What follows belongs to an exercise in optimizing a design on an open flow for small area; a production flow would make more cautious choices. RTL that was checked went through simulation tests only; none was proved equivalent to the original. Only the layout flow was run in run 7; the RTL was not checked for function there. No activity file was given, so power comes from the tool's default toggle rates.

==> design.v <==
`timescale 1ns/100ps
`default_nettype none
module measure_core (
  input  wire logic        gmii_tx_clk,
  input  wire logic        sys_rst,
  input  wire logic        sec_oneshot,
  input  wire logic [31:0] global_counter,
  input  wire logic [9:0]  rx_in,            
  output logic      [7:0]  gmii_txd,
  output logic             gmii_tx_en,
  output logic      [31:0] rx_pps,
  output logic      [31:0] rx_throughput,
  output logic      [31:0] rx_latency
);
  localparam logic [47:0] OWN_MAC  = 48'h003776_000101;
  localparam logic [31:0] OWN_IPV4 = {8'd10, 8'd0, 8'd21, 8'd105};
  wire       rx_valid  = rx_in[9];
  wire       rx_infr   = rx_in[8];
  wire [7:0] rx_data   = rx_in[7:0];
  wire       beat_byte = rx_valid & rx_infr;
  wire       beat_end  = rx_valid & ~rx_infr;
  logic [15:0] byte_cnt;
  logic        rx_closed;
  logic        stat_done;
  logic        arp_ok;      
  logic        magic_ok;    
  logic [47:0] rx_src_mac;
  logic [31:0] rx_ip;       
  wire       cnt_live = beat_byte & ~rx_closed;
  wire       decide   = cnt_live && (byte_cnt == 16'd51);
  logic      ok_first;    
  logic      ok_byte;     
  logic [7:0] ok_exp;
  always_comb begin
    ok_first = 1'b0;
    ok_byte  = 1'b1;
    ok_exp   = 8'h00;
    case (byte_cnt)
      16'd12: begin ok_first = 1'b1; ok_exp = 8'h08; end
      16'd13: ok_exp = 8'h06;
      16'd20: ok_exp = 8'h00;
      16'd21: ok_exp = 8'h01;
      16'd38: ok_exp = OWN_IPV4[31:24];
      16'd39: ok_exp = OWN_IPV4[23:16];
      16'd40: ok_exp = OWN_IPV4[15:8];
      16'd41: ok_exp = OWN_IPV4[7:0];
      default: ok_byte = 1'b0;
    endcase
  end
  logic      mg_byte;
  logic [7:0] mg_exp;
  always_comb begin
    mg_byte = 1'b1;
    mg_exp  = 8'h00;
    case (byte_cnt)
      16'd42: mg_exp = 8'hcc;
      16'd43: mg_exp = 8'h55;
      16'd44: mg_exp = 8'haa;
      16'd45: mg_exp = 8'h33;
      16'd46: mg_exp = 8'h0f;
      default: mg_byte = 1'b0;
    endcase
  end
  wire in_mac   = (byte_cnt >= 16'd6)  && (byte_cnt < 16'd12);
  wire in_ip    = (byte_cnt >= 16'd28) && (byte_cnt < 16'd32);
  wire in_stamp = (byte_cnt >= 16'd47) && (byte_cnt < 16'd51);
  always_ff @(posedge gmii_tx_clk) begin
    if (cnt_live) begin
      if (ok_byte) arp_ok <= (ok_first | arp_ok) & (rx_data == ok_exp);
      if (mg_byte) magic_ok <= ((byte_cnt == 16'd42) | magic_ok) & (rx_data == mg_exp);
      if (in_mac) rx_src_mac <= {rx_src_mac[39:0], rx_data};
      if (in_ip || (in_stamp && magic_ok)) rx_ip <= {rx_ip[23:0], rx_data};
    end
  end
  always_ff @(posedge gmii_tx_clk) begin
    if (beat_end) begin
    end else if (beat_byte) begin
      byte_cnt <= rx_closed ? 16'd1 : byte_cnt + 16'd1;
    end
  end
  always_ff @(posedge gmii_tx_clk) begin
    if (sys_rst) begin
      rx_closed <= 1'b1;
      stat_done <= 1'b0;
    end else begin
      stat_done <= beat_end && !rx_closed && (byte_cnt != 16'd0);
      if (beat_end)       rx_closed <= 1'b1;
      else if (beat_byte) rx_closed <= 1'b0;
    end
  end
  always_ff @(posedge gmii_tx_clk) begin
    if (sys_rst) begin
      rx_latency <= '0;
    end else if (decide && magic_ok) begin
      rx_latency <= global_counter - rx_ip;
    end
  end
  logic [31:0] pkt_acc;
  logic [31:0] byte_acc;
  always_ff @(posedge gmii_tx_clk) begin
    if (sys_rst) begin
      pkt_acc       <= '0;
      byte_acc      <= '0;
      rx_pps        <= '0;
      rx_throughput <= '0;
    end else if (sec_oneshot) begin
      rx_pps        <= pkt_acc;
      rx_throughput <= byte_acc;
      pkt_acc       <= '0;
      byte_acc      <= '0;
    end else if (stat_done) begin
      pkt_acc  <= pkt_acc + 32'd1;
      byte_acc <= byte_acc + {16'h0, byte_cnt};
    end
  end
  logic        req_valid;
  logic [1:0]  q_count;
  logic [79:0] q_tail;
  logic [79:0] q_head;
  logic        pop;
  wire take = decide && arp_ok && !magic_ok && !q_count[1];
  always_ff @(posedge gmii_tx_clk) begin
    if (take) q_tail <= {rx_src_mac, rx_ip};
    if (pop || q_count == 2'd0) q_head <= q_tail;
  end
  always_ff @(posedge gmii_tx_clk) begin
    if (sys_rst) begin
      req_valid <= 1'b0;
      q_count   <= 2'd0;
    end else begin
      req_valid <= take;
      case ({req_valid, pop})
        2'b10:   q_count <= q_count + 2'd1;
        2'b01:   q_count <= q_count - 2'd1;
        default: q_count <= q_count;
      endcase
    end
  end
  logic [6:0]  tx_cnt;
  logic [47:0] dst_mac;
  logic [31:0] dst_ip;
  logic [31:0] crc_q;
  logic [7:0]  tx_byte;
  assign pop = ~gmii_tx_en & (q_count != 2'd0);
  function automatic logic [7:0] mac_byte(input logic [47:0] m, input logic [2:0] i);
    case (i)
      3'd0:    mac_byte = m[47:40];
      3'd1:    mac_byte = m[39:32];
      3'd2:    mac_byte = m[31:24];
      3'd3:    mac_byte = m[23:16];
      3'd4:    mac_byte = m[15:8];
      default: mac_byte = m[7:0];
    endcase
  endfunction
  always_comb begin
    case (tx_cnt)
      7'd7:  tx_byte = 8'hd5;
      7'd8, 7'd9, 7'd10, 7'd11, 7'd12, 7'd13:
             tx_byte = mac_byte(dst_mac, tx_cnt[2:0]);
      7'd14, 7'd30: tx_byte = OWN_MAC[47:40];
      7'd15, 7'd31: tx_byte = OWN_MAC[39:32];
      7'd16, 7'd32: tx_byte = OWN_MAC[31:24];
      7'd17, 7'd33: tx_byte = OWN_MAC[23:16];
      7'd18, 7'd34: tx_byte = OWN_MAC[15:8];
      7'd19, 7'd35: tx_byte = OWN_MAC[7:0];
      7'd20: tx_byte = 8'h08;
      7'd21: tx_byte = 8'h06;
      7'd22: tx_byte = 8'h00;
      7'd23: tx_byte = 8'h01;
      7'd24: tx_byte = 8'h08;
      7'd25: tx_byte = 8'h00;
      7'd26: tx_byte = 8'h06;
      7'd27: tx_byte = 8'h04;
      7'd28: tx_byte = 8'h00;
      7'd29: tx_byte = 8'h02;
      7'd36: tx_byte = OWN_IPV4[31:24];
      7'd37: tx_byte = OWN_IPV4[23:16];
      7'd38: tx_byte = OWN_IPV4[15:8];
      7'd39: tx_byte = OWN_IPV4[7:0];
      7'd40, 7'd41, 7'd42, 7'd43, 7'd44, 7'd45:
             tx_byte = mac_byte(dst_mac, tx_cnt[2:0]);
      7'd46: tx_byte = dst_ip[31:24];
      7'd47: tx_byte = dst_ip[23:16];
      7'd48: tx_byte = dst_ip[15:8];
      7'd49: tx_byte = dst_ip[7:0];
      7'd68, 7'd69, 7'd70, 7'd71: tx_byte = ~crc_q[7:0];
      default: tx_byte = (tx_cnt < 7'd7) ? 8'h55 : 8'h00;
    endcase
  end
  assign gmii_txd = gmii_tx_en ? tx_byte : 8'h00;
  function automatic logic [31:0] crc_byte(input logic [31:0] c, input logic [7:0] d);
    logic [31:0] r;
    logic        fb;
    r = c;
    for (int i = 0; i < 8; i++) begin
      fb = r[0] ^ d[i];
      r  = r >> 1;
      if (fb) r = r ^ 32'hedb88320;
    end
    crc_byte = r;
  endfunction
  wire       tx_fcs  = (tx_cnt >= 7'd68);
  wire [7:0] crc_din = tx_fcs ? crc_q[7:0] : tx_byte;
  always_ff @(posedge gmii_tx_clk) begin
    if (!gmii_tx_en || tx_cnt < 7'd8) crc_q <= 32'hffffffff;
    else                              crc_q <= crc_byte(crc_q, crc_din);
  end
  always_ff @(posedge gmii_tx_clk) begin
    if (sys_rst) begin
      gmii_tx_en <= 1'b0;
      tx_cnt     <= '0;
    end else if (pop) begin
      gmii_tx_en <= 1'b1;
      tx_cnt     <= '0;
    end else if (gmii_tx_en) begin
      if (tx_cnt == 7'd71) gmii_tx_en <= 1'b0;
      else                 tx_cnt <= tx_cnt + 7'd1;
    end
  end
  always_ff @(posedge gmii_tx_clk) begin
    if (pop) {dst_mac, dst_ip} <= q_head;
  end
endmodule
`default_nettype wire
==> flow/run.sh <==
#!/bin/bash
# Standard layout with small port buffers and a clock tree without dummy loads.
export BUFFER_PORTS_ARGS="-buffer_cell sky130_fd_sc_hd__buf_1"
export CTS_ARGS="-sink_clustering_enable -repair_clock_nets -dont_use_dummy_load -buf_list sky130_fd_sc_hd__clkbuf_4 -sink_clustering_size 8 -sink_clustering_max_diameter 40"
bash standard.sh > standard.log 2>&1
==> standard.sh <==
#!/bin/bash
# synth_recipe.tcl (not shown) runs the flow's synth.tcl, then flattens the netlist and writes it again
# the make line also repeats each setting of config.mk as NAME=value (left out here)
make -C /OpenROAD-flow-scripts/flow DESIGN_CONFIG=/design/flow/config.mk WORK_HOME=/design/flow/orfs CLKGATE_MAP_FILE= SYNTH_SCRIPT=/design/flow/synth_recipe.tcl "${@:-finish}"
==> config.mk <==
export PLATFORM = sky130hd
export DESIGN_NAME = measure_core
export DESIGN_NICKNAME = measure_core
export VERILOG_FILES = /design/flow/design.v
export SDC_FILE = /design/flow/constraint.sdc
export NUM_CORES = 4
export LEC_CHECK = 0
export CAP_MARGIN = 20
export CORE_MARGIN = 2
export CORE_UTILIZATION = 40
export SLEW_MARGIN = 20
==> constraint.sdc <==
create_clock -name core_clock -period 5.0 [get_ports {gmii_tx_clk}]
set_input_delay 1.0000 -clock core_clock [delete_from_list [all_inputs] [get_ports {gmii_tx_clk}]]
set_output_delay 1.0000 -clock core_clock [all_outputs]
set_load 0.01 [all_outputs]
==> results of run 1 <==
## through the flow
| stage | instance area [um2] | hold slack, ns | utilization |
|---|---|---|---|
| 6_report | 25000 | 0.3217 | 0.4425 |
| 3_5_place_dp | 24310 | 0.4045 | 0.4304 |
| 4_1_cts | 24980 | 0.3008 | 0.4422 |
| 2_1_floorplan | 22900 | 0.4003 | - |
| 3_3_place_gp | 24310 | 0.4012 | 0.4304 |
| 5_1_grt | 25000 | 0.3147 | 0.4425 |
## cells by family (layout without fill, tap and decap cells)
group / Yosys count / count (layout) / share of synthesized area
compound gates: 278 / 278 / 0.08204
xor+xnor: 149 / 149 / 0.06214
fa+ha+maj: 60 / 60 / 0.03345
buf+inv: 132 / 319 / 0.02312
flops: 543 / 543 / 0.6226
mux: 95 / 95 / 0.04241
other cells: 0 / 2 / 0
simple gates: 616 / 616 / 0.1342
## worst max path at each step
stage / from / endpoint / slack, ns / cells after the start
floorplan: rx_in[8] / q_tail[0]$_DFFE_PP_ / 0.32 / 4
global placement: global_counter[0] / rx_latency[30]$_SDFFE_PP0P_ / 0.69 / 14
detailed placement: global_counter[0] / rx_latency[30]$_SDFFE_PP0P_ / 0.58 / 14
CTS: tx_cnt[1]$_SDFFE_PP0P_ / gmii_txd[0] / 0.07 / 9
global route: tx_cnt[0]$_SDFFE_PP0P_ / gmii_txd[0] / 0.02 / 9
finish: tx_cnt[0]$_SDFFE_PP0P_ / gmii_txd[0] / 0.29 / 10
## Yosys cell counts (9+ instances only)
cell type,n
edfxtp_1,338
dfxtp_1,205
nor2_1,198
nand2_1,136
mux2i_1,91
a21oi_1,77
xnor2_1,70
xor2_1,69
inv_1,60
ha_1,58
o21ai_0,50
and3_1,47
clkbuf_1,42
nand3_1,34
nor3_1,29
nand2b_1,25
nand4_1,23
or3_1,21
a21o_1,19
nor2b_1,19
buf_1,15
a211oi_1,14
and2_1,13
buf_2,12
nand3b_1,12
a221oi_1,11
o21a_1,11
a31oi_1,10
and4_1,10
nor4_1,10
or4_1,9
## routing by layer
metal / wire length, um / vias up / track usage
met2: 22430 / 371 / 0.2610
met5: 70 / - / 0
li1: - / 7172 / -
met3: 3147 / 117 / 0.04556
met1: 22440 / 6978 / 0.2238
met4: 1650 / 10 / 0.07091
## where the power goes
group	internal, mW	total, mW	switching [mW]
sequential	4.95	5.09	0.142
combinational	0.240	0.700	0.460
clock	0.813	2.21	1.39
## worst max-delay path: stages (launching register included)
cell and delay [ns]:
dfxtp_1 0.42, inv_1 0.11, ha_1 0.34, buf_4 0.26, and3_1 0.18, a221o_1 0.25
a221o_1 0.34, a2111oi_4 0.48, mux2i_2 0.18, and2_1 0.20, buf_1 0.12
## timing repair
item | 4_1_cts | 5_1_grt
resized for setup | 0 | 2
hold endpoints to repair | 0 | 0
endpoints found under the setup margin | 0 | 2
## registers in the layout, indices dropped and copies added (netlist names), 48 cells and up
name	count
q_head	80
rx_src_mac	48
q_tail	80
dst_mac	48
## layout make-up
| type | instances | area share |
|---|---|---|
| Clock buffer | 89 | 0.02673 |
| Timing Repair Buffer | 170 | 0.02963 |
| Multi-Input combinational cell | 1198 | 0.3264 |
| Tap cell | 756 | 0.03784 |
| Sequential cell | 543 | 0.5702 |
| Antenna cell | 2 | 0.0002002 |
| Inverter | 60 | 0.009009 |
==> run_results.csv, run 1 <==
group,metric,value,unit
routing,ant_nets,0,
yosys,synth_top_area_frac,0.4434,
power_and_ir_drop,ir_drop,0.1851,mV
global_route,overflow,0,
timing,hold_viol,0,
finish,seq_area,0.01425,mm2
timing,max_slew_margin,0.3252,
power_and_ir_drop,p_total,7.994,mW
timing,setup_violations,0,
global_route,antenna_found_initial,7,
die,start_util,0.4052,
routing,wl_per_cell,17.65,um
timing,setup_ws,0.2916,ns
setup_path,crit_path_end_kind,"primary output",
timing,tightest_slew,0.9867,ns
setup_path,arrival,3.71,ns
finish,multiInputGateArea,0.008159,mm2
die,coreArea,0.05650,mm2
setup_path,worst-setup-path-type,"reg -> out",
run,max_cap_viol_count,0,
yosys,synthDistinctLibCells,89,
finish,instances_no_fill,2818,
routing,post_drt_via_cell_ratio,5.198,
setup_path,reg2reg_from,"tx_cnt[0]$_SDFFE_PP0P_",
global_route,grt_first_pass_wirelength,79460,um
yosys,synthesis.nets,1978,
clock_tree,clk_pin_slew,0.08,ns
timing,tns,0,ns
routing,wl,49740,um
finish,final_common_cell,"edfxtp_1",
clock_tree,ctsHoldBuffers,0,
global_route,grt_max_degree,81,
routing,dr.pass1.iters,5,
finish,drive_gt1_frac,0.07184,
finish,area_growth,9.193,%
yosys,synth_seq_cells,543,
finish,layout.nets,2167,
setup_path,start_kind,"flip-flop",
yosys,synth_ff_type,"edfxtp_1",
timing,maxSlewViolCount,0,
clock_tree,cts_root_buf,"clkbuf_4",
timing,min_period_over_period,0.9417,
power_and_ir_drop,powerDensity,319.8,mW/mm2
setup_path,worstPathMaxFanout,20,
yosys,synth_edf_count,338,
setup_path,critPathRequiredTime,4.00,ns
die,io_pins,150,
finish,final_cell_mix,"338 x edfxtp_1, 205 x dfxtp_1, 196 x nor2_1, 147 x buf_1, 136 x nand2_1",
worst_hold_path,worst_hold_startpoint,"q_head[68]$_DFFE_PP_",
timing,period_minus_slack,4.708,ns
place,dpl.hpwl,34530,um
die,rows,87,
worst_hold_path,min_delay_path_depth,0,
die,die_area,0.05916,mm2
routing,drc,0,
die,die_w,243.2,um
global_route,grt_usage,0.1688,
clock_tree,cts.sink_count,543,
clock_tree,clock_path_buffers,3,
yosys,synth_top_area_cell,"edfxtp_1",
yosys,yosys_warnings,1,
setup_path,reg2reg_to,"crc_q[19]$_SDFF_PP1_",
yosys,seq_area_frac_synth,0.6226,
worst_hold_path,hold_path_class,"reg -> reg",
place,port_buffers,149,
routing,via_count,14648,
yosys,synth_cells,1873,
setup_path,r2r_setup_slack,0.78,ns
routing,first_iter_violations,996,
yosys,async_flop_share,0,
yosys,mappedNetlistArea,0.02289,mm2
setup_path,worst-r2r-cell-count,13,
global_route,first_global_vias,14664,
worst_hold_path,min_to,"dst_mac[36]$_DFFE_PP_",
clock_tree,cts_tree,"yes",
place,dpl.cell_count,2727,
power_and_ir_drop,p_leak,8.943,nW
clock_tree,cts_buffers,89,
yosys,synth_area_leaders,"edfxtp_1 44%, dfxtp_1 18%, mux2i_1 4.0%",
yosys,syn_area_per_cell,12.22,um2
timing,fin_worst_skew,0.1203,ns
clock_tree,h-tree-depth,3,
timing,rsz0062_at_grt,"false",
timing,max_freq,0.2124,GHz
place,pre_cts_slack,0.5843,ns
clock_tree,clk_latency,0.82,ns
clock_tree,postCtsSetupBuffers,0,
die,die_h,243.2,um
place,routabilityCongestion,0.8974,
status,status,"finished clean",
finish,n_fill_cell,5296,
==> inputs of run 2 (changes only) <==
==> flow/run.sh (replaced) <==
#!/bin/bash
# Standard layout with small port buffers and a clock tree without dummy loads.
export BUFFER_PORTS_ARGS="-buffer_cell sky130_fd_sc_hd__buf_1"
export CTS_ARGS="-sink_clustering_enable -repair_clock_nets -dont_use_dummy_load -buf_list sky130_fd_sc_hd__clkbuf_8 -sink_clustering_size 16 -sink_clustering_max_diameter 60"
bash standard.sh > standard.log 2>&1
==> run 2 against run 1 <==
Clock skew decreased by 0.019 ns. Flip-flop and latch count unchanged. Still clean. Largest cell class unchanged. Clock power about the same. Highest routed layer unchanged.
==> run_results.csv, run 2 <==
group,metric,value,unit
clock_tree,clk_latency,0.65,ns
clock_tree,cts_tree,"yes",
power_and_ir_drop,p_total,7.989,mW
clock_tree,h-tree-depth,2,
timing,max_slew_margin,0.3293,
yosys,synth_seq_cells,543,
yosys,synth_area_leaders,"edfxtp_1 44%, dfxtp_1 18%, mux2i_1 4.0%",
clock_tree,cts_buffers,48,
die,rows,87,
place,post_dp_cell_area,0.02431,mm2
setup_path,critPathSlowestCell,"or4_1",
run,max_cap_viol_count,0,
setup_path,worst-setup-path-type,"reg -> out",
finish,final_cell_mix,"338 x edfxtp_1, 205 x dfxtp_1, 196 x nor2_1, 147 x buf_1, 136 x nand2_1",
yosys,synthDistinctLibCells,89,
finish,layout.nets,2126,
yosys,synth_top_area_cell,"edfxtp_1",
clock_tree,clock_path_buffers,3,
global_route,grt_first_pass_wirelength,78410,um
yosys,synth_common_cells,"338 x edfxtp_1, 205 x dfxtp_1, 198 x nor2_1",
setup_path,crit_path_end_kind,"primary output",
worst_hold_path,min_to,"q_head[40]$_DFFE_PP_",
yosys,synth_ff_type,"edfxtp_1",
yosys,yosys_warnings,1,
yosys,seq_area_frac_synth,0.6226,
timing,rsz0062_at_grt,"false",
clock_tree,ctsHoldBuffers,0,
power_and_ir_drop,powerDensity,319.8,mW/mm2
yosys,synth_most_common_cell,"edfxtp_1",
place,dpl.cell_count,2727,
timing,fin_worst_skew,0.1015,ns
finish,post-route-util,0.4422,
clock_tree,cts_root_buf,"clkbuf_8",
routing,post_drt_via_cell_ratio,5.166,
timing,min_period_over_period,0.9170,
timing,maxSlewViolCount,0,
setup_path,reg2reg_from,"tx_cnt[1]$_SDFFE_PP0P_",
power_and_ir_drop,p_leak,8.878,nW
clock_tree,cts.sink_count,543,
setup_path,reg2reg_to,"crc_q[19]$_SDFF_PP1_",
routing,via_count,14341,
place,pre_cts_slack,0.5843,ns
routing,ant_nets,0,
die,io_pins,150,
yosys,synthesis.nets,1978,
routing,drc,0,
die,start_util,0.4052,
clock_tree,cts_resized,0,
worst_hold_path,min_delay_path_depth,0,
status,status,"finished clean",
clock_tree,postCtsSetupBuffers,0,
timing,max_freq,0.2181,GHz
yosys,synth_cells,1873,
finish,reg_top3,"q_head: 80 flops, q_tail: 80 flops",
setup_path,critPathMaxStageDelay,0.60,ns
yosys,synth_edf_count,338,
die,die_h,243.2,um
timing,period_minus_slack,4.585,ns
finish,instances_no_fill,2776,
die,coreArea,0.05650,mm2
setup_path,critPathRequiredTime,4.00,ns
place,dpl.hpwl,34530,um
worst_hold_path,worst_hold_startpoint,"q_tail[40]$_DFFE_PP_",
setup_path,worst-r2r-cell-count,12,
routing,wl_per_cell,17.79,um
finish,final_common_cell,"edfxtp_1",
yosys,async_flop_share,0,
die,die_w,243.2,um
yosys,mappedNetlistArea,0.02289,mm2
yosys,syn_area_per_cell,12.22,um2
global_route,grt_max_degree,81,
timing,tightest_slew,1.006,ns
routing,dr.pass1.iters,5,
finish,area_growth,9.122,%
setup_path,r2r_setup_slack,0.81,ns
worst_hold_path,hold_path_class,"reg -> reg",
timing,whs,0.3174,ns
yosys,synth_top_area_frac,0.4434,
global_route,first_global_vias,14332,
timing,setup_ws,0.4150,ns
clock_tree,clk_pin_slew,0.10,ns
timing,hold_viol,0,
finish,design_area,0.02498,mm2
finish,drive_gt1_frac,0.05201,
place,port_buffers,149,
setup_path,arrival,3.59,ns
setup_path,crit_chain,"inv_1 > ha_1 > or4_1 > and4_4 > nor4_4 > nand4b_4 > mux2i_1 > and2_1 > buf_1",
die,die_area,0.05916,mm2
timing,tns,0,ns
routing,wl,49400,um
power_and_ir_drop,ir_drop,0.1902,mV
global_route,overflow,0,
timing,setup_violations,0,
global_route,grt_usage,0.1657,
global_route,antenna_found_initial,6,
setup_path,start_kind,"flip-flop",
routing,first_iter_violations,1038,
setup_path,worstPathMaxFanout,16,
place,routabilityCongestion,0.8974,
## run 2: worst max path at each step
stage	startpoint	to	slack [ns]	cells after the start
after detailed placement	global_counter[0]	rx_latency[30]$_SDFFE_PP0P_	0.58	14
after floorplan	rx_in[8]	q_tail[0]$_DFFE_PP_	0.32	4
after global placement	global_counter[0]	rx_latency[30]$_SDFFE_PP0P_	0.69	14
after global routing	tx_cnt[1]$_SDFFE_PP0P_	gmii_txd[0]	0.06	9
after CTS	tx_cnt[1]$_SDFFE_PP0P_	gmii_txd[0]	0.34	9
final	tx_cnt[1]$_SDFFE_PP0P_	gmii_txd[0]	0.41	9
## run 2: critical path, delay by kind of cell, from the launching register on
| family | cells | cell delay [ns] |
|---|---|---|
| adder cells (fa/ha/maj) | 1 | 0.39 |
| buffers and inverters | 2 | 0.25 |
| flip-flops | 1 | 0.37 |
| multiplexers | 1 | 0.39 |
| AND/OR/NAND/NOR | 5 | 1.57 |
## run 2: power by group
group | internal, mW | switching, mW | leakage (nW) | total (mW)
logic | 0.238 | 0.458 | 3.70 | 0.696
clock network | 0.856 | 1.35 | 0.345 | 2.21
registers | 4.95 | 0.142 | 4.83 | 5.09
## run 2: metal layers
layer,part of all wire,GRT usage,vias to the layer above
li1,-,-,7041
met1,0.45,0.2248,6841
met2,0.45,0.2590,346
met3,0.061,0.03682,103
met4,0.032,0.06333,10
met5,0.0013,0,-
## run 2: logic make-up (layout without fill, tap and decap cells)
logic type               count (synthesis)  in the layout  share of synthesized area
AND/OR/NAND/NOR                        616            616                     0.1342
flip-flops                             543            543                     0.6226
AO/OA/AOI/OAI                          278            278                    0.08204
XOR/XNOR                               149            149                    0.06214
buffers and inverters                  132            278                    0.02312
multiplexers                            95             95                    0.04241
adder cells (fa/ha/maj)                 60             60                    0.03345
other                                    0              1                          0
## run 2: layout make-up
class                           count  area, um2
Fill cell                        5261      31510
Inverter                           60      225.2
Sequential cell                   543      14250
Clock buffer                       48      660.6
Timing Repair Buffer              170      740.7
Tap cell                          756      945.9
Antenna cell                        1      2.502
Multi-Input combinational cell   1198       8153
==> inputs of run 3 (changes only) <==
--- a/design.v
+++ b/design.v
@@ -99,17 +99,16 @@
   logic [31:0] byte_acc;
   always_ff @(posedge gmii_tx_clk) begin
-    if (sys_rst) begin
-      pkt_acc       <= '0;
-      byte_acc      <= '0;
-      rx_pps        <= '0;
-      rx_throughput <= '0;
-    end else if (sec_oneshot) begin
+    if (sys_rst || sec_oneshot) begin
       rx_pps        <= pkt_acc;
       rx_throughput <= byte_acc;
-      pkt_acc       <= '0;
-      byte_acc      <= '0;
-    end else if (stat_done) begin
-      pkt_acc  <= pkt_acc + 32'd1;
-      byte_acc <= byte_acc + {16'h0, byte_cnt};
+    end
+  end
+  always_ff @(posedge gmii_tx_clk) begin
+    if (sys_rst || sec_oneshot) begin
+      pkt_acc  <= '0;
+      byte_acc <= '0;
+    end else begin
+      pkt_acc  <= pkt_acc + {31'h0, stat_done};
+      byte_acc <= byte_acc + {16'h0, byte_cnt & {16{stat_done}}};
     end
   end
--- a/config.mk
+++ b/config.mk
@@ -8,4 +8,4 @@
 export CAP_MARGIN = 20
 export CORE_MARGIN = 2
-export CORE_UTILIZATION = 40
+export CORE_UTILIZATION = 65
 export SLEW_MARGIN = 20
==> run 3 against run 2 <==
Fmax fell by 3.1%. Synthesized area is 2.0% lower. Synthesized cell count is 7.6% lower. Sequential share of layout area rose by 4.6 points. Critical path type unchanged. Register-to-register slack got worse by 0.17 ns. Cell area shrank 3.3%. Largest cell class unchanged. Count of clock-buffer cells in the layout shrank 5. Utilization increased by 26 points. Flip-flop and latch count unchanged. First-iteration DRC count fell by 21%. Clock power decreased by 8%. Critical path depth rose by 2.
==> run_results.csv, run 3 <==
group,metric,value,unit
finish,layout.nets,1996,
global_route,grt_first_pass_wirelength,72450,um
yosys,syn_area_per_cell,12.96,um2
timing,rsz0062_at_grt,"false",
yosys,synth_seq_cells,543,
setup_path,worst-r2r-cell-count,11,
global_route,grt_usage,0.2579,
global_route,antenna_found_initial,7,
routing,first_iter_violations,825,
yosys,synthesis.nets,1836,
power_and_ir_drop,power_switching,1.884,mW
yosys,synth_top_area_frac,0.5383,
timing,whs,0.4006,ns
clock_tree,clock_path_buffers,3,
power_and_ir_drop,ir_drop,0.2680,mV
yosys,synth_common_cells,"402 x edfxtp_1, 141 x dfxtp_1, 138 x nand2_1",
routing,wl_per_cell,19.50,um
timing,max_freq,0.2112,GHz
clock_tree,clk_latency,0.61,ns
timing,max_slew_margin,0.2758,
power_and_ir_drop,clockPowerShare,0.257,
timing,tightest_slew,1.072,ns
die,die_w,189.8,um
setup_path,r2r_setup_slack,0.64,ns
yosys,async_flop_share,0,
yosys,synth_cells,1730,
setup_path,crit_path_end_kind,"primary output",
run,max_cap_viol_count,0,
timing,maxSlewViolCount,0,
yosys,synth_edf_count,402,
place,dpl.hpwl,32610,um
setup_path,critPathMaxStageDelay,0.53,ns
timing,tns,0,ns
worst_hold_path,min_to,"q_head[67]$_DFFE_PP_",
global_route,first_global_vias,13663,
setup_path,worstPathMaxFanout,20,
die,die_area,0.03601,mm2
routing,drc,0,
yosys,mappedNetlistArea,0.02243,mm2
clock_tree,cts_buffers,43,
power_and_ir_drop,powerDensity,328.4,mW/mm2
power_and_ir_drop,p_leak,8.533,nW
die,io_pins,150,
power_and_ir_drop,p_total,7.936,mW
finish,area_growth,7.760,%
timing,hold_viol,0,
place,port_buffers,149,
yosys,synthDistinctLibCells,78,
die,die_h,189.8,um
status,status,"finished clean",
setup_path,reg2reg_to,"crc_q[26]$_SDFF_PP1_",
die,start_util,0.6541,
clock_tree,cts.sink_count,543,
setup_path,critPathSlowestCell,"or4_4",
routing,post_drt_via_cell_ratio,5.881,
yosys,synth_top_area_cell,"edfxtp_1",
routing,ant_nets,0,
clock_tree,ctsHoldBuffers,0,
timing,min_period_over_period,0.9468,
clock_tree,clk_pin_slew,0.09,ns
routing,wl,45740,um
power_and_ir_drop,power_frac_seq,0.656,
timing,period_minus_slack,4.734,ns
die,rows,68,
yosys,yosys_warnings,1,
power_and_ir_drop,p_int,6.053,mW
setup_path,start_kind,"flip-flop",
setup_path,reg2reg_from,"tx_cnt[0]$_SDFFE_PP0P_",
finish,final_common_cell,"edfxtp_1",
timing,setup_violations,0,
setup_path,arrival,3.73,ns
finish,final_cell_mix,"402 x edfxtp_1, 148 x buf_1, 141 x dfxtp_1, 138 x nand2_1, 130 x nor2_1",
timing,fin_worst_skew,0.04619,ns
global_route,overflow,0,
power_and_ir_drop,p_sw_frac,0.2374,
clock_tree,cts_root_buf,"clkbuf_8",
worst_hold_path,worst_hold_startpoint,"q_tail[67]$_DFFE_PP_",
yosys,synth_ff_type,"edfxtp_1",
yosys,synth_area_leaders,"edfxtp_1 54%, dfxtp_1 13%, ha_1 3.3%",
power_and_ir_drop,p_comb_frac,0.087,
clock_tree,h-tree-depth,2,
yosys,seq_area_frac_synth,0.6641,
worst_hold_path,hold_path_class,"reg -> reg",
clock_tree,cts_tree,"yes",
finish,drive_gt1_frac,0.05561,
yosys,synth_most_common_cell,"edfxtp_1",
finish,n_fill_cell,2381,
routing,dr.pass1.iters,6,
setup_path,worst-setup-path-type,"reg -> out",
place,routabilityCongestion,0.9503,
setup_path,crit_chain,"inv_1 > ha_1 > buf_4 > or4_1 > nand3_1 > a21oi_1 > or3_1 > or4_4 > o21ai_1 > nor2_1 > buf_1",
worst_hold_path,min_delay_path_depth,0,
finish,reg_top3,"q_head: 80 flops, q_tail: 80 flops",
die,coreArea,0.03429,mm2
setup_path,critPathRequiredTime,4.00,ns
global_route,grt_max_degree,87,
routing,via_count,13790,
run 3: changes by cell type after synthesis, moves of 15 or more:
cell,change
o21ai_0,+18
edfxtp_1,+64
mux2i_1,-85
a21oi_1,+15
nor2_1,-66
and3_1,-25
dfxtp_1,-64
and2_1,+18
run 3: worst max-delay path: cells and delay by family (launching register included):
| kind | cells | cell delay (ns) |
|---|---|---|
| AND/OR/NAND/NOR | 5 | 1.60 |
| buffers and inverters | 3 | 0.47 |
| flip-flops | 1 | 0.46 |
| adder cells (fa/ha/maj) | 1 | 0.30 |
| AO/OA/AOI/OAI | 2 | 0.29 |
run 3: logic make-up after synthesis:
logic type                 after synthesis  synth area share
AOI/OAI and AO/OA                      316           0.09122
xor gates and xnor gates               134           0.06182
adders and majority gates               61           0.03470
buffers and inverters                  120           0.02036
DFF                                    543            0.6641
muxes                                   10          0.005412
and+or+nand+nor                        546            0.1224
run 3: worst max-delay path by stage:
stage	endpoint	cells after the start	slack [ns]	from
floorplan	q_head[0]$_DFFE_PP_	1	0.57	q_count[0]$_SDFFE_PP0P_
global placement	crc_q[26]$_SDFF_PP1_	11	0.84	tx_cnt[0]$_SDFFE_PP0P_
detailed placement	crc_q[26]$_SDFF_PP1_	11	0.72	tx_cnt[0]$_SDFFE_PP0P_
CTS	gmii_txd[2]	10	0.09	tx_cnt[0]$_SDFFE_PP0P_
global route	gmii_txd[4]	11	0.005	tx_cnt[0]$_SDFFE_PP0P_
finish	gmii_txd[4]	11	0.27	tx_cnt[0]$_SDFFE_PP0P_
run 3: what timing repair did:
| item | 4_1_cts | 5_1_grt |
|---|---|---|
| resized for setup | 0 | 1 |
| setup buffers | 0 | 1 |
| setup endpoints to repair | 0 | 2 |
run 3: cell type report:
cell class | instances | area, um2 | share of cell area
Antenna cell | 2 | 5.005 | 0.0002071
Inverter | 62 | 235.2 | 0.009733
Multi-Input combinational cell | 1067 | 7131 | 0.2951
Sequential cell | 543 | 14890 | 0.6163
Tap cell | 455 | 569.3 | 0.02356
Timing Repair Buffer | 173 | 740.7 | 0.03065
Clock buffer | 43 | 591.8 | 0.02449
run 3: per-stage QoR:
| step | utilization | instance area [um2] | worst slack [ns] | instances |
|---|---|---|---|---|
| finish | 0.7048 | 24170 | 0.2659 | 2345 |
| global placement | 0.6871 | 23560 | 0.8435 | 2299 |
| global route | 0.7048 | 24160 | 0.005092 | 2344 |
| detailed placement | 0.6871 | 23560 | 0.7157 | 2299 |
| floorplan | - | 22450 | 0.5658 | 1730 |
| CTS | 0.7044 | 24150 | 0.08983 | 2342 |
run 3: power groups by stage:
stage               clock network [mW]  logic [mW]  registers, mW
floorplan                            0       0.445           5.22
global placement                     0       0.663           5.31
detailed placement                   0       0.674           5.31
CTS                               2.10       0.678           5.21
global route                      2.24       0.746           5.23
finish                            2.04       0.687           5.21
run 3: per-layer routing:
layer,vias to the layer above,routed length (um),track usage
met5,-,68,0
met4,10,1351,0.08617
met3,91,3316,0.07526
met2,384,21380,0.4159
met1,6672,19620,0.3391
li1,6633,-,-
==> inputs of run 4 (changes only) <==
--- a/config.mk
+++ b/config.mk
@@ -8,4 +8,4 @@
 export CAP_MARGIN = 20
 export CORE_MARGIN = 2
-export CORE_UTILIZATION = 65
+export CORE_UTILIZATION = 40
 export SLEW_MARGIN = 20
==> run 4 against run 3 <==
Synthesized area unchanged. Fmax down 1.5%. Hold slack better by 0.015 ns. Cell count up 13%. Count of clock-buffer cells in the layout up 3. Sequential power about the same. Clock power up 7%. Die area up 61%. Sequential share of layout area down 1.1 points. Combinational power up 3.9%.
==> run_results.csv, run 4 <==
group,metric,value,unit
timing,setup_violations,0,
routing,post_drt_via_cell_ratio,5.215,
yosys,synth_area_leaders,"edfxtp_1 54%, dfxtp_1 13%, ha_1 3.3%",
die,io_pins,150,
power_and_ir_drop,clockPowerShare,0.270,
finish,reg_top3,"q_head: 80 flops, q_tail: 80 flops",
routing,ant_nets,0,
routing,via_count,13789,
power_and_ir_drop,p_total,8.082,mW
finish,drive_gt1_frac,0.05910,
clock_tree,h-tree-depth,2,
worst_hold_path,hold_path_class,"reg -> reg",
die,rows,86,
setup_path,crit_chain,"inv_1 > ha_1 > nand2b_1 > nor4b_1 > or4_1 > or3_1 > or4_4 > o31a_1 > and2_1 > buf_1",
timing,period_minus_slack,4.805,ns
finish,layout.nets,2003,
routing,wl,49050,um
yosys,synth_edf_count,402,
timing,fin_worst_skew,0.1096,ns
routing,wl_per_cell,18.55,um
power_and_ir_drop,powerDensity,328.3,mW/mm2
setup_path,start_kind,"flip-flop",
power_and_ir_drop,p_leak,8.578,nW
yosys,synth_most_common_cell,"edfxtp_1",
routing,dr.pass1.iters,5,
power_and_ir_drop,power_frac_seq,0.642,
yosys,seq_area_frac_synth,0.6641,
yosys,synthDistinctLibCells,78,
clock_tree,cts_buffers,46,
yosys,yosys_warnings,1,
yosys,synth_top_area_frac,0.5383,
timing,min_period_over_period,0.9610,
setup_path,critPathRequiredTime,4.00,ns
yosys,syn_area_per_cell,12.96,um2
routing,drc,0,
die,coreArea,0.05531,mm2
setup_path,worst-path-buf-inv,2,
global_route,first_global_vias,13482,
routing,first_iter_violations,973,
clock_tree,ctsHoldBuffers,0,
run,max_cap_viol_count,0,
setup_path,cp_top_family,"simple AND/OR/NAND/NOR gates",
finish,area_growth,9.769,%
yosys,synth_cells,1730,
global_route,antenna_found_initial,1,
global_route,grt_first_pass_wirelength,76960,um
yosys,synth_top_area_cell,"edfxtp_1",
global_route,grt_max_degree,83,
power_and_ir_drop,p_comb_frac,0.088,
finish,seq_area,0.01490,mm2
timing,maxSlewViolCount,0,
yosys,synth_seq_cells,543,
finish,n_fill_cell,5088,
die,die_w,240.8,um
global_route,overflow,0,
timing,rsz0062_at_grt,"false",
place,port_buffers,149,
timing,hold_viol,0,
power_and_ir_drop,ir_drop,0.2568,mV
finish,multiInputGateArea,0.007128,mm2
setup_path,worst-setup-path-type,"reg -> out",
place,pre_cts_slack,0.7039,ns
setup_path,worstPathMaxFanout,12,
die,die_area,0.05798,mm2
place,post_dp_cell_area,0.02395,mm2
yosys,synth_ff_type,"edfxtp_1",
setup_path,critPathSlowestCell,"or4_4",
status,status,"finished clean",
clock_tree,clk_latency,0.67,ns
timing,tightest_slew,1.051,ns
yosys,synthesis.nets,1836,
clock_tree,cts.sink_count,543,
clock_tree,cts_tree,"yes",
power_and_ir_drop,p_sw_frac,0.2453,
die,die_h,240.8,um
power_and_ir_drop,p_int,6.100,mW
clock_tree,clk_pin_slew,0.10,ns
clock_tree,clock_path_buffers,3,
timing,setup_ws,0.1948,ns
timing,max_slew_margin,0.2901,
yosys,mappedNetlistArea,0.02243,mm2
place,routabilityCongestion,0.8975,
setup_path,crit_path_end_kind,"primary output",
power_and_ir_drop,power_switching,1.982,mW
finish,final_common_cell,"edfxtp_1",
global_route,grt_usage,0.1704,
finish,design_area,0.02462,mm2
yosys,async_flop_share,0,
setup_path,critPathMaxStageDelay,0.54,ns
yosys,synth_common_cells,"402 x edfxtp_1, 141 x dfxtp_1, 138 x nand2_1",
timing,max_freq,0.2081,GHz
place,dpl.hpwl,34140,um
finish,post-route-util,0.4451,
die,start_util,0.4055,
clock_tree,cts_root_buf,"clkbuf_8",
timing,tns,0,ns
setup_path,arrival,3.81,ns
finish,final_cell_mix,"402 x edfxtp_1, 148 x buf_1, 140 x dfxtp_1, 138 x nand2_1, 130 x nor2_1",
==> run 4: cell counts after synthesis <==
No cell type changed its count.
==> run 4: worst reg2reg max path: stages (launching register included) <==
cell and delay [ns]:
dfxtp_1 0.45, inv_1 0.09, ha_1 0.36, nand2b_1 0.22, nor4b_1 0.07, or4_1 0.53, or3_1 0.41, or4_4 0.54
o21ai_1 0.23, xor3_1 0.41, nor2_1 0.40, xnor3_1 0.49, nand2_1 0.07
==> run 4: cells by family after synthesis <==
kind of cell,after synthesis,share of synthesized area
simple gates,546,0.1224
flops,543,0.6641
compound gates,316,0.09122
xor+xnor,134,0.06182
buf+inv,120,0.02036
fa+ha+maj,61,0.03470
mux,10,0.005412
==> run 4: cell type report <==
class / instances / share of cell area
sequential: 543 / 0.6051
multi-input combinational: 1067 / 0.2896
tap: 748 / 0.03802
timing repair buffer: 177 / 0.03197
clock buffer: 46 / 0.02572
inverter: 62 / 0.009555
antenna: 1 / 0.0001017
==> run 4: path summary, 6_finish.rpt <==
kind	start	to	slack, ns	depth (start not counted)
min	q_head[65]$_DFFE_PP_	dst_mac[33]$_DFFE_PP_	0.42	0
max reg2reg	tx_cnt[1]$_SDFFE_PP0P_	crc_q[21]$_SDFF_PP1_	0.62	12
min reg2reg	q_head[65]$_DFFE_PP_	dst_mac[33]$_DFFE_PP_	0.42	0
max	tx_cnt[1]$_SDFFE_PP0P_	gmii_txd[2]	0.19	10
==> run 4: per-stage QoR <==
stage,std cells,hold WS (ns)
6_report,2644,0.4155
3_5_place_dp,2593,0.4045
2_1_floorplan,1730,0.4003
4_1_cts,2639,0.4095
3_3_place_gp,2593,0.4011
5_1_grt,2643,0.4254
==> run 4: power groups by stage <==
stage               Combinational, mW  Clock (mW)  Sequential, mW
CTS                             0.715        2.28            5.20
detailed placement              0.713           0            5.30
global placement                0.702           0            5.30
finish                          0.714        2.18            5.19
floorplan                       0.445           0            5.22
global route                    0.778        2.42            5.21
==> run 4: what timing repair did <==
| item | in CTS | in global routing |
|---|---|---|
| setup buffers | 0 | 4 |
| setup endpoints to repair | 0 | 2 |
| resized for setup | 0 | 1 |
==> run 4: routing by layer <==
layer,GRT usage,share of wire,vias to the layer above
met1,0.2367,0.45,6715
met3,0.04095,0.068,82
li1,-,-,6653
met4,0.05537,0.027,0
met5,0,0,-
met2,0.2638,0.45,339
==> inputs of run 5 (changes only) <==
==> flow/run.sh (replaced) <==
#!/bin/bash
# Standard layout with small port buffers and a clock tree without dummy loads.
export BUFFER_PORTS_ARGS="-buffer_cell sky130_fd_sc_hd__buf_1"
export CTS_ARGS="-sink_clustering_enable -repair_clock_nets -dont_use_dummy_load -buf_list sky130_fd_sc_hd__clkbuf_8 -sink_clustering_size 20 -sink_clustering_max_diameter 60"
bash standard.sh > standard.log 2>&1
==> run 5 against run 4 <==
Power shrank 1.0%. Critical endpoint unchanged. Largest cell class unchanged. Count of clock-buffer cells in the layout down 4. Highest routed layer unchanged. Still clean on timing, DRC and antenna. Flip-flop and latch count is the same. Synthesized cell count is the same.
==> run_results.csv, run 5 <==
group,metric,value,unit
power_and_ir_drop,p_leak,8.548,nW
run,max_cap_viol_count,0,
timing,max_freq,0.2101,GHz
global_route,antenna_found_initial,1,
finish,final_common_cell,"edfxtp_1",
status,status,"finished clean",
routing,ant_nets,0,
finish,final_cell_mix,"402 x edfxtp_1, 148 x buf_1, 140 x dfxtp_1, 138 x nand2_1, 130 x nor2_1",
routing,dr.pass1.iters,5,
finish,drive_gt1_frac,0.05764,
power_and_ir_drop,p_sw_frac,0.2459,
setup_path,worst-setup-path-type,"reg -> out",
timing,whs,0.3990,ns
setup_path,reg2reg_to,"crc_q[21]$_SDFF_PP1_",
clock_tree,clk_pin_slew,0.11,ns
yosys,yosys_warnings,1,
die,die_h,240.8,um
finish,layout.nets,1999,
timing,maxSlewViolCount,0,
setup_path,reg2reg_from,"tx_cnt[4]$_SDFFE_PP0P_",
setup_path,start_kind,"flip-flop",
place,dpl.hpwl,34140,um
timing,hold_viol,0,
global_route,grt_first_pass_wirelength,76750,um
power_and_ir_drop,powerDensity,325.7,mW/mm2
clock_tree,clk_latency,0.67,ns
timing,rsz0062_at_grt,"false",
die,rows,86,
yosys,synth_area_leaders,"edfxtp_1 54%, dfxtp_1 13%, ha_1 3.3%",
power_and_ir_drop,p_comb_frac,0.089,
setup_path,startpoint,"tx_cnt[4]$_SDFFE_PP0P_",
power_and_ir_drop,ir_drop,0.2076,mV
routing,drc,0,
timing,setup_violations,0,
die,start_util,0.4055,
yosys,synthDistinctLibCells,78,
setup_path,arrival,3.76,ns
setup_path,worst-r2r-cell-count,10,
timing,tns,0,ns
place,port_buffers,149,
routing,via_count,13786,
global_route,grt_max_degree,83,
power_and_ir_drop,power_frac_seq,0.649,
global_route,overflow,0,
yosys,synth_seq_cells,543,
clock_tree,cts.sink_count,543,
place,routabilityCongestion,0.8975,
global_route,use_met1,0.2367,
finish,area_growth,9.535,%
yosys,synth_top_area_frac,0.5383,
clock_tree,cts_tree,"yes",
die,coreArea,0.05531,mm2
setup_path,crit_end,"gmii_txd[2]",
routing,first_iter_violations,1133,
yosys,synthesis.nets,1836,
global_route,top_usage_layer,"met2",
global_route,first_global_vias,13406,
yosys,synth_edf_count,402,
timing,max_slew_margin,0.2881,
yosys,synth_top_area_cell,"edfxtp_1",
yosys,seq_area_frac_synth,0.6641,
yosys,synth_common_cells,"402 x edfxtp_1, 141 x dfxtp_1, 138 x nand2_1",
routing,wl,49110,um
finish,post-route-util,0.4441,
yosys,synth_cells,1730,
power_and_ir_drop,clockPowerShare,0.262,
global_route,grt_util_met2,0.2643,
yosys,syn_area_per_cell,12.96,um2
yosys,async_flop_share,0,
finish,design_area,0.02456,mm2
clock_tree,cts_root_buf,"clkbuf_8",
yosys,mappedNetlistArea,0.02243,mm2
timing,min_period_over_period,0.9521,
finish,reg_top3,"q_head: 80 flops, q_tail: 80 flops",
setup_path,crit_path_end_kind,"primary output",
timing,tightest_slew,1.054,ns
timing,period_minus_slack,4.760,ns
place,pre_cts_slack,0.7039,ns
power_and_ir_drop,power_switching,1.967,mW
setup_path,worstPathMaxFanout,18,
place,post_dp_cell_area,0.02395,mm2
yosys,synth_most_common_cell,"edfxtp_1",
routing,post_drt_via_cell_ratio,5.222,
global_route,grt_usage,0.1703,
setup_path,critPathRequiredTime,4.00,ns
yosys,synth_ff_type,"edfxtp_1",
die,die_area,0.05798,mm2
timing,fin_worst_skew,0.09872,ns
timing,setup_ws,0.2395,ns
routing,wl_per_cell,18.60,um
worst_hold_path,hold_path_class,"reg -> reg",
die,io_pins,150,
setup_path,r2r_setup_slack,0.67,ns
power_and_ir_drop,p_int,6.034,mW
die,die_w,240.8,um
clock_tree,clock_path_buffers,3,
clock_tree,cts_buffers,42,
global_route,grtUsageMet3,0.04667,
clock_tree,h-tree-depth,2,
==> run 5: cell counts after synthesis <==
Identical to the previous run, type by type.
==> run 5: worst min path at each step <==
| stage | startpoint | to | slack [ns] | depth (start not counted) |
|---|---|---|---|---|
| CTS | q_head[58]$_DFFE_PP_ | dst_mac[26]$_DFFE_PP_ | 0.40 | 0 |
| global placement | q_tail[79]$_DFFE_PP_ | q_head[79]$_DFFE_PP_ | 0.40 | 0 |
| global route | pkt_acc[0]$_SDFF_PP0_ | rx_pps[0]$_DFFE_PP_ | 0.41 | 0 |
| floorplan | q_head[0]$_DFFE_PP_ | dst_ip[0]$_DFFE_PP_ | 0.40 | 0 |
| finish | q_head[58]$_DFFE_PP_ | dst_mac[26]$_DFFE_PP_ | 0.40 | 0 |
| detailed placement | q_head[19]$_DFFE_PP_ | dst_ip[19]$_DFFE_PP_ | 0.40 | 0 |
==> run 5: final cells by class <==
| cell class | instances | area [um2] |
|---|---|---|
| fill | 5106 | 30740 |
| sequential | 543 | 14900 |
| multi-input combinational | 1067 | 7131 |
| tap | 748 | 935.9 |
| timing repair buffer | 177 | 787.0 |
| clock buffer | 42 | 578.1 |
| inverter | 62 | 235.2 |
| antenna | 1 | 2.502 |
==> run 5: what timing repair did <==
action,CTS,global route
endpoints found under the setup margin,0,3
hold buffers,0,0
buffers inserted,0,4
gates resized for setup,0,2
==> run 5: through the flow <==
step / cells / power [mW]
after detailed placement: 2593 / 6.008
after CTS: 2635 / 8.097
after global placement: 2593 / 6.001
after floorplan: 1730 / 5.666
final: 2640 / 8.002
after global routing: 2639 / 8.327
==> run 5: critical path: stages (launching register included) <==
cell and delay (ns):
dfxtp_1 0.77, or2b_4 0.28, nor2_2 0.09, or4_1 0.54, or3_1 0.41, or4_4 0.54, o31a_1 0.19, and2_1 0.18
buf_1 0.13
==> run 5: logic make-up (layout without fill, tap and decap cells) <==
kind of cell / after synthesis / after routing / share of synthesized area
AOI/OAI and AO/OA: 316 / 316 / 0.09122
buffers and inverters: 120 / 281 / 0.02036
other: 0 / 1 / 0
muxes: 10 / 10 / 0.005412
xor gates and xnor gates: 134 / 134 / 0.06182
DFF: 543 / 543 / 0.6641
adders and majority gates: 61 / 61 / 0.03470
and+or+nand+nor: 546 / 546 / 0.1224
==> run 5: per-layer routing <==
metal  vias to the layer above  share of wire
li1                       6643              -
met1                      6757           0.46
met2                       311           0.45
met3                        75          0.068
met4                         0          0.022
met5                         -              0
==> run 5: power by group through the flow <==
stage	clock [mW]	combinational, mW	sequential [mW]
finish	2.10	0.715	5.19
global route	2.33	0.778	5.21
CTS	2.19	0.714	5.20
detailed placement	0	0.713	5.30
global placement	0	0.702	5.30
floorplan	0	0.445	5.22
==> inputs of run 6 (changes only) <==
--- a/config.mk
+++ b/config.mk
@@ -8,4 +8,4 @@
 export CAP_MARGIN = 20
 export CORE_MARGIN = 2
-export CORE_UTILIZATION = 40
+export CORE_UTILIZATION = 75
 export SLEW_MARGIN = 20
==> run 6 against run 5 <==
Still clean. Sequential share of layout area up 1.4 points. Clock skew up 0.0051 ns. Non-clock buffer count down 6. Hold slack better by 0.0091 ns. Critical path depth up 2. Critical path type unchanged. Largest power group unchanged.
==> run_results.csv, run 6 <==
group,metric,value,unit
timing,maxSlewViolCount,0,
routing,wl,48220,um
setup_path,worst-setup-path-type,"reg -> out",
place,port_buffers,149,
setup_path,critPathRequiredTime,4.00,ns
setup_path,worst-r2r-cell-count,12,
die,start_util,0.7587,
yosys,synth_ff_type,"edfxtp_1",
die,die_area,0.03130,mm2
finish,seq_area,0.01489,mm2
yosys,synthDistinctLibCells,78,
yosys,mappedNetlistArea,0.02243,mm2
clock_tree,clk_pin_slew,0.11,ns
setup_path,worstPathMaxFanout,10,
place,dpl.cell_count,2230,
setup_path,cp_top_family,"simple AND/OR/NAND/NOR gates",
finish,reg_top3,"q_head: 80 flops, q_tail: 80 flops",
timing,max_freq,0.2062,GHz
die,die_h,176.9,um
timing,fin_worst_skew,0.1038,ns
power_and_ir_drop,p_total,7.817,mW
worst_hold_path,min_delay_path_depth,0,
timing,tightest_slew,1.027,ns
setup_path,crit_cells,10,
routing,ant_nets,0,
clock_tree,cts_tree,"yes",
setup_path,critPathSlowestCell,"or4_4",
setup_path,path_common_cell,"nor2_1",
run,max_cap_viol_count,0,
place,routabilityCongestion,0.9578,
power_and_ir_drop,ir_drop,0.3031,mV
global_route,antenna_found_initial,1,
finish,multiInputGateArea,0.007131,mm2
status,status,"finished clean",
clock_tree,clock_path_buffers,3,
timing,period_minus_slack,4.850,ns
global_route,grt_max_degree,87,
global_route,overflow,0,
yosys,syn_area_per_cell,12.96,um2
timing,setup_violations,0,
finish,design_area,0.02399,mm2
setup_path,crit_chain,"inv_1 > ha_1 > or4b_1 > nor2_1 > or4_1 > or3_1 > or4_4 > o21ai_1 > nor2_1 > buf_1",
yosys,synth_area_leaders,"edfxtp_1 54%, dfxtp_1 13%, ha_1 3.3%",
yosys,synth_cells,1730,
routing,dr.pass1.iters,8,
finish,drive_gt1_frac,0.05109,
die,die_w,176.9,um
finish,final_cell_mix,"402 x edfxtp_1, 148 x buf_1, 141 x dfxtp_1, 138 x nand2_1, 130 x nor2_1",
timing,tns,0,ns
power_and_ir_drop,powerDensity,325.8,mW/mm2
timing,whs,0.4081,ns
power_and_ir_drop,p_leak,8.478,nW
clock_tree,h-tree-depth,2,
global_route,grt_first_pass_wirelength,74720,um
routing,via_count,14337,
setup_path,crit_path_end_kind,"primary output",
yosys,yosys_warnings,1,
setup_path,arrival,3.85,ns
routing,first_iter_violations,1449,
yosys,synthesis.nets,1836,
place,dpl.hpwl,33950,um
global_route,first_global_vias,13813,
yosys,synth_edf_count,402,
routing,drc,0,
die,rows,63,
setup_path,worst-path-buf-inv,2,
clock_tree,ctsHoldBuffers,0,
yosys,seq_area_frac_synth,0.6641,
yosys,synth_top_area_frac,0.5383,
timing,hold_viol,0,
setup_path,r2r_setup_slack,0.56,ns
clock_tree,cts_buffers,36,
yosys,async_flop_share,0,
clock_tree,cts_root_buf,"clkbuf_8",
routing,post_drt_via_cell_ratio,6.313,
finish,n_fill_cell,1621,
die,io_pins,150,
finish,layout.nets,1987,
routing,wl_per_cell,21.23,um
yosys,synth_seq_cells,543,
yosys,synth_most_common_cell,"edfxtp_1",
finish,area_growth,6.991,%
place,post_dp_cell_area,0.02345,mm2
clock_tree,cts.sink_count,543,
worst_hold_path,hold_path_class,"reg -> reg",
die,coreArea,0.02956,mm2
yosys,synth_common_cells,"402 x edfxtp_1, 141 x dfxtp_1, 138 x nand2_1",
global_route,grt_usage,0.3100,
setup_path,critPathMaxStageDelay,0.54,ns
timing,max_slew_margin,0.3064,
finish,final_common_cell,"edfxtp_1",
setup_path,start_kind,"flip-flop",
clock_tree,clk_latency,0.58,ns
finish,instances_no_fill,2271,
yosys,synth_top_area_cell,"edfxtp_1",
timing,rsz0062_at_grt,"false",
timing,min_period_over_period,0.9701,
-- run 6: changes by cell type in the layout (fill, tap and decap cells not counted), sizes merged --
cell,previous run,this run
clkbuf,43,37
buf,176,170
diode,1,2
-- run 6: layout make-up --
type	count	area share
multi-input combinational	1067	0.2972
timing repair buffer	171	0.03108
inverter	62	0.009803
clock buffer	36	0.02065
antenna	2	0.0002086
sequential	543	0.6207
tap	390	0.02034
-- run 6: repair_timing --
action | 4_1_cts | 5_1_grt
endpoints found under the setup margin | 0 | 2
setup buffers | 0 | 2
resized for setup | 0 | 1
-- run 6: kinds of logic (layout without fill, tap and decap cells) --
group / after synthesis / after routing / synth area share
XOR/XNOR: 134 / 134 / 0.06182
AO/OA/AOI/OAI: 316 / 316 / 0.09122
adder cells (fa/ha/maj): 61 / 61 / 0.03470
buffers and inverters: 120 / 269 / 0.02036
AND/OR/NAND/NOR: 546 / 546 / 0.1224
flip-flops: 543 / 543 / 0.6641
other: 0 / 2 / 0
multiplexers: 10 / 10 / 0.005412
-- run 6: worst paths after layout --
kind,from,end
worst max-delay path,tx_cnt[0]$_SDFFE_PP0P_,gmii_txd[4]
worst min-delay path,q_head[39]$_DFFE_PP_,dst_mac[7]$_DFFE_PP_
worst max register to register,tx_cnt[0]$_SDFFE_PP0P_,crc_q[21]$_SDFF_PP1_
worst min register to register,q_head[39]$_DFFE_PP_,dst_mac[7]$_DFFE_PP_
-- run 6: layer usage --
| metal | share of wire | wire [um] | track usage |
|---|---|---|---|
| met1 | 0.38 | 18470 | 0.3950 |
| met2 | 0.48 | 23340 | 0.5220 |
| met3 | 0.089 | 4286 | 0.07324 |
| met4 | 0.044 | 2120 | 0.1171 |
| met5 | 0 | 0 | 0 |
-- run 6: per-stage QoR --
stage                     setup slack, ns  utilization
after CTS                         0.03647       0.8100
after detailed placement           0.5976       0.7933
after global placement             0.7722       0.7933
after floorplan                    0.5658            -
after global routing              0.01123       0.8116
final                              0.1496       0.8117
-- run 6: report_power, final --
group	total, mW	switching (mW)	internal, mW
Clock	1.89	1.23	0.652
Sequential	5.22	0.175	5.05
Combinational	0.711	0.478	0.232
Total	7.82	1.89	5.93
==> inputs of run 7 (changes only) <==
--- a/design.v
+++ b/design.v
@@ -97,18 +97,26 @@
   end
   logic [31:0] pkt_acc;
-  logic [31:0] byte_acc;
+  logic [15:0] byte_lo;
+  logic [15:0] byte_hi;
+  logic        byte_cy;
+  wire  [16:0] lo_sum = {1'b0, byte_lo} + {1'b0, byte_cnt & {16{stat_done}}};
+  wire  [15:0] hi_sum = byte_hi + {15'h0, byte_cy};
   always_ff @(posedge gmii_tx_clk) begin
     if (sys_rst || sec_oneshot) begin
       rx_pps        <= pkt_acc;
-      rx_throughput <= byte_acc;
+      rx_throughput <= {hi_sum, byte_lo};
     end
   end
   always_ff @(posedge gmii_tx_clk) begin
     if (sys_rst || sec_oneshot) begin
-      pkt_acc  <= '0;
-      byte_acc <= '0;
+      pkt_acc <= '0;
+      byte_lo <= '0;
+      byte_hi <= '0;
+      byte_cy <= 1'b0;
     end else begin
-      pkt_acc  <= pkt_acc + {31'h0, stat_done};
-      byte_acc <= byte_acc + {16'h0, byte_cnt & {16{stat_done}}};
+      pkt_acc <= pkt_acc + {31'h0, stat_done};
+      byte_lo <= lo_sum[15:0];
+      byte_hi <= hi_sum;
+      byte_cy <= lo_sum[16];
     end
   end
==> flow/run.sh (replaced) <==
#!/bin/bash
# Standard layout with small port buffers and a clock tree without dummy loads.
export BUFFER_PORTS_ARGS="-buffer_cell sky130_fd_sc_hd__buf_1"
export CTS_ARGS="-sink_clustering_enable -repair_clock_nets -dont_use_dummy_load -buf_list sky130_fd_sc_hd__clkbuf_8 -sink_clustering_size 16 -sink_clustering_max_diameter 60"
bash standard.sh > standard.log 2>&1
--- a/config.mk
+++ b/config.mk
@@ -8,4 +8,4 @@
 export CAP_MARGIN = 20
 export CORE_MARGIN = 2
-export CORE_UTILIZATION = 75
+export CORE_UTILIZATION = 40
 export SLEW_MARGIN = 20
==> run 7 against run 6 <==
Still clean on timing, DRC and antenna. Global-route usage decreased by 15 points. Register-to-register slack improved by 0.49 ns. Synthesized area up 1.1%. First-iteration DRC count fell by 30%. Routed wire length fell by 2.1%. Via count is 3.5% lower. Clock power increased by 16%. Highest routed layer is now met5.
==> run_results.csv, run 7 <==
group,metric,value,unit
status,status,"finished clean",
power_and_ir_drop,p_leak,8.611,nW
yosys,async_flop_share,0,
clock_tree,ctsHoldBuffers,0,
global_route,antenna_found_initial,6,
setup_path,critPathMaxStageDelay,0.57,ns
die,die_w,242.1,um
setup_path,critPathSlowestCell,"or4_4",
timing,setup_violations,0,
place,dpl.hpwl,32660,um
routing,post_drt_via_cell_ratio,5.210,
finish,seq_area,0.01491,mm2
yosys,synth_common_cells,"402 x edfxtp_1, 142 x dfxtp_1, 137 x nand2_1",
yosys,synthesis.nets,1862,
clock_tree,cts_buffers,48,
yosys,synth_edf_count,402,
die,io_pins,150,
finish,reg_top3,"q_head: 80 flops, q_tail: 80 flops",
finish,drive_gt1_frac,0.05424,
finish,n_fill_cell,5222,
finish,area_growth,9.127,%
place,routabilityCongestion,0.8927,
setup_path,crit_chain,"inv_1 > ha_1 > or4_4 > nand4_1 > o22ai_2 > a2111oi_4 > o211ai_1 > and3_1 > buf_1",
die,start_util,0.4037,
timing,fin_worst_skew,0.05910,ns
power_and_ir_drop,ir_drop,0.2080,mV
finish,final_cell_mix,"402 x edfxtp_1, 148 x buf_1, 142 x dfxtp_1, 137 x nand2_1, 128 x nor2_1",
yosys,synthDistinctLibCells,89,
place,port_buffers,149,
routing,drc,0,
setup_path,crit_path_end_kind,"primary output",
clock_tree,clk_latency,0.64,ns
routing,ant_nets,0,
timing,maxSlewViolCount,0,
routing,wl,47200,um
timing,min_period_over_period,0.9217,
global_route,first_global_vias,13450,
die,coreArea,0.05617,mm2
routing,wl_per_cell,17.77,um
power_and_ir_drop,powerDensity,328.4,mW/mm2
routing,via_count,13838,
yosys,synth_top_area_cell,"edfxtp_1",
setup_path,critPathRequiredTime,4.00,ns
global_route,grt_max_degree,70,
timing,tightest_slew,1.094,ns
routing,dr.pass1.iters,7,
clock_tree,cts_root_buf,"clkbuf_8",
timing,tns,0,ns
global_route,grt_usage,0.1594,
power_and_ir_drop,p_total,8.125,mW
finish,final_common_cell,"edfxtp_1",
timing,max_slew_margin,0.2710,
worst_hold_path,hold_path_class,"reg -> reg",
global_route,grt_first_pass_wirelength,75110,um
die,die_area,0.05861,mm2
timing,period_minus_slack,4.609,ns
timing,rsz0062_at_grt,"false",
timing,max_freq,0.2170,GHz
finish,layout.nets,2009,
setup_path,worstPathMaxFanout,18,
clock_tree,postCtsSetupBuffers,0,
clock_tree,clk_pin_slew,0.09,ns
global_route,overflow,0,
setup_path,worst-setup-path-type,"reg -> out",
routing,first_iter_violations,1010,
yosys,yosys_warnings,1,
yosys,synth_area_leaders,"edfxtp_1 53%, dfxtp_1 13%, ha_1 3.4%",
yosys,synth_top_area_frac,0.5324,
setup_path,start_kind,"flip-flop",
finish,multiInputGateArea,0.007281,mm2
run,max_cap_viol_count,0,
yosys,synth_cells,1754,
yosys,mappedNetlistArea,0.02267,mm2
clock_tree,cts_tree,"yes",
die,rows,87,
clock_tree,h-tree-depth,2,
yosys,synth_most_common_cell,"edfxtp_1",
timing,hold_viol,0,
yosys,synth_ff_type,"edfxtp_1",
clock_tree,cts.sink_count,544,
yosys,seq_area_frac_synth,0.6578,
yosys,syn_area_per_cell,12.93,um2
die,die_h,242.1,um
yosys,synth_seq_cells,544,
setup_path,arrival,3.61,ns
clock_tree,clock_path_buffers,3,
clock_tree,cts_resized,0,
run 7: changes by cell type after synthesis, moves of 8 or more:
| cell | previous run | this run |
|---|---|---|
| and2_1 | 31 | 52 |
| and3_1 | 22 | 38 |
| nand3_1 | 48 | 40 |
| nand4_1 | 15 | 23 |
| o21ai_0 | 68 | 59 |
| or3_1 | 33 | 18 |
| or4_1 | 11 | 1 |
| xnor2_1 | 57 | 73 |
run 7: per-layer routing:
layer	GRT usage	share of wire
met1	0.2160	0.45
met2	0.2523	0.46
met3	0.04010	0.062
met4	0.04956	0.024
met5	0	0.0015
run 7: layout make-up:
cell class | count | area share
clock buffer | 48 | 0.02670
multi-input combinational | 1080 | 0.2942
inverter | 62 | 0.009456
sequential | 544 | 0.6028
tap | 756 | 0.03823
antenna | 1 | 0.0001011
timing repair buffer | 165 | 0.02852
run 7: metrics by stage:
step                  util  hold slack (ns)  instance area [um2]  instances  setup WS [ns]
floorplan                -           0.4003                22680       1754         0.5658
global placement    0.4287           0.4002                24080       2607          1.115
detailed placement  0.4287           0.4045                24080       2607          1.047
CTS                 0.4405           0.3807                24740       2655         0.3657
global route        0.4405           0.3794                24740       2655         0.1665
finish              0.4405           0.3783                24740       2656         0.3914
run 7: cell families (layout without fill, tap and decap cells):
kind of cell	after synthesis	after routing	synth area share
xor+xnor	141	141	0.05678
buf+inv	130	275	0.02318
flops	544	544	0.6578
compound gates	303	303	0.09353
mux	14	14	0.007228
other cells	0	1	0
simple gates	559	559	0.1261
fa+ha+maj	63	63	0.03543
run 7: worst paths after layout:
kind | end | depth (start not counted) | startpoint | slack [ns]
hold reg to reg | dst_ip[27]$_DFFE_PP_ | 0 | q_head[27]$_DFFE_PP_ | 0.38
setup / recovery | gmii_txd[2] | 9 | tx_cnt[0]$_SDFFE_PP0P_ | 0.39
hold / removal | dst_ip[27]$_DFFE_PP_ | 0 | q_head[27]$_DFFE_PP_ | 0.38
setup reg to reg | crc_q[20]$_SDFF_PP1_ | 12 | tx_cnt[0]$_SDFFE_PP0P_ | 1.05
run 7: worst max-delay path: cells and delay by family (launching register included):
| kind | cells | cell delay, ns |
|---|---|---|
| simple gates | 3 | 1.15 |
| buf+inv | 2 | 0.24 |
| flops | 1 | 0.43 |
| fa+ha+maj | 1 | 0.44 |
| compound gates | 3 | 0.73 |
run 7: power breakdown:
part	total, mW	switching [mW]	internal (mW)
sequential	5.21	0.156	5.05
combinational	0.712	0.469	0.243
clock	2.20	1.35	0.855
total	8.13	1.97	6.15

[separate check: timing with driven ports]
How much do the figures lean on ideal ports? The routed layouts below were timed once more, with nothing changed but the port constraints. Step 1, drivers: a clkbuf_16 drives gmii_tx_clk and a buf_2 each remaining input, both assumed. Step 2 moves the port delays by t, midway between the first and last clock arrival at a register: inputs arrive t later, outputs are due t later. That takes back most of the time a late clock gives input paths. Slacks: ideal / step 1 / step 2; pairs: ideal / step 1.
| run | t (ns) | setup WS [ns] | worst setup path after step 2 | pins driven straight from the clock port |
|---|---|---|---|---|
| run 1 | 0.820 | 0.292 / 0.235 / 0.532 | input to register | 1 |
| run 2 | 0.658 | 0.415 / 0.358 / 0.552 | input to register | 1 |
| run 3 | 0.640 | 0.266 / 0.216 / 0.640 | register to register | 1 |
| run 4 | 0.672 | 0.195 / 0.138 / 0.624 | register to register | 1 |
| run 5 | 0.673 | 0.240 / 0.183 / 0.672 | register to register | 1 |
| run 6 | 0.581 | 0.150 / 0.100 / 0.561 | register to register | 1 |
| run 7 | 0.667 | 0.391 / 0.337 / 1.004 | register to output | 1 |
After both steps setup and hold are still met in every run listed.
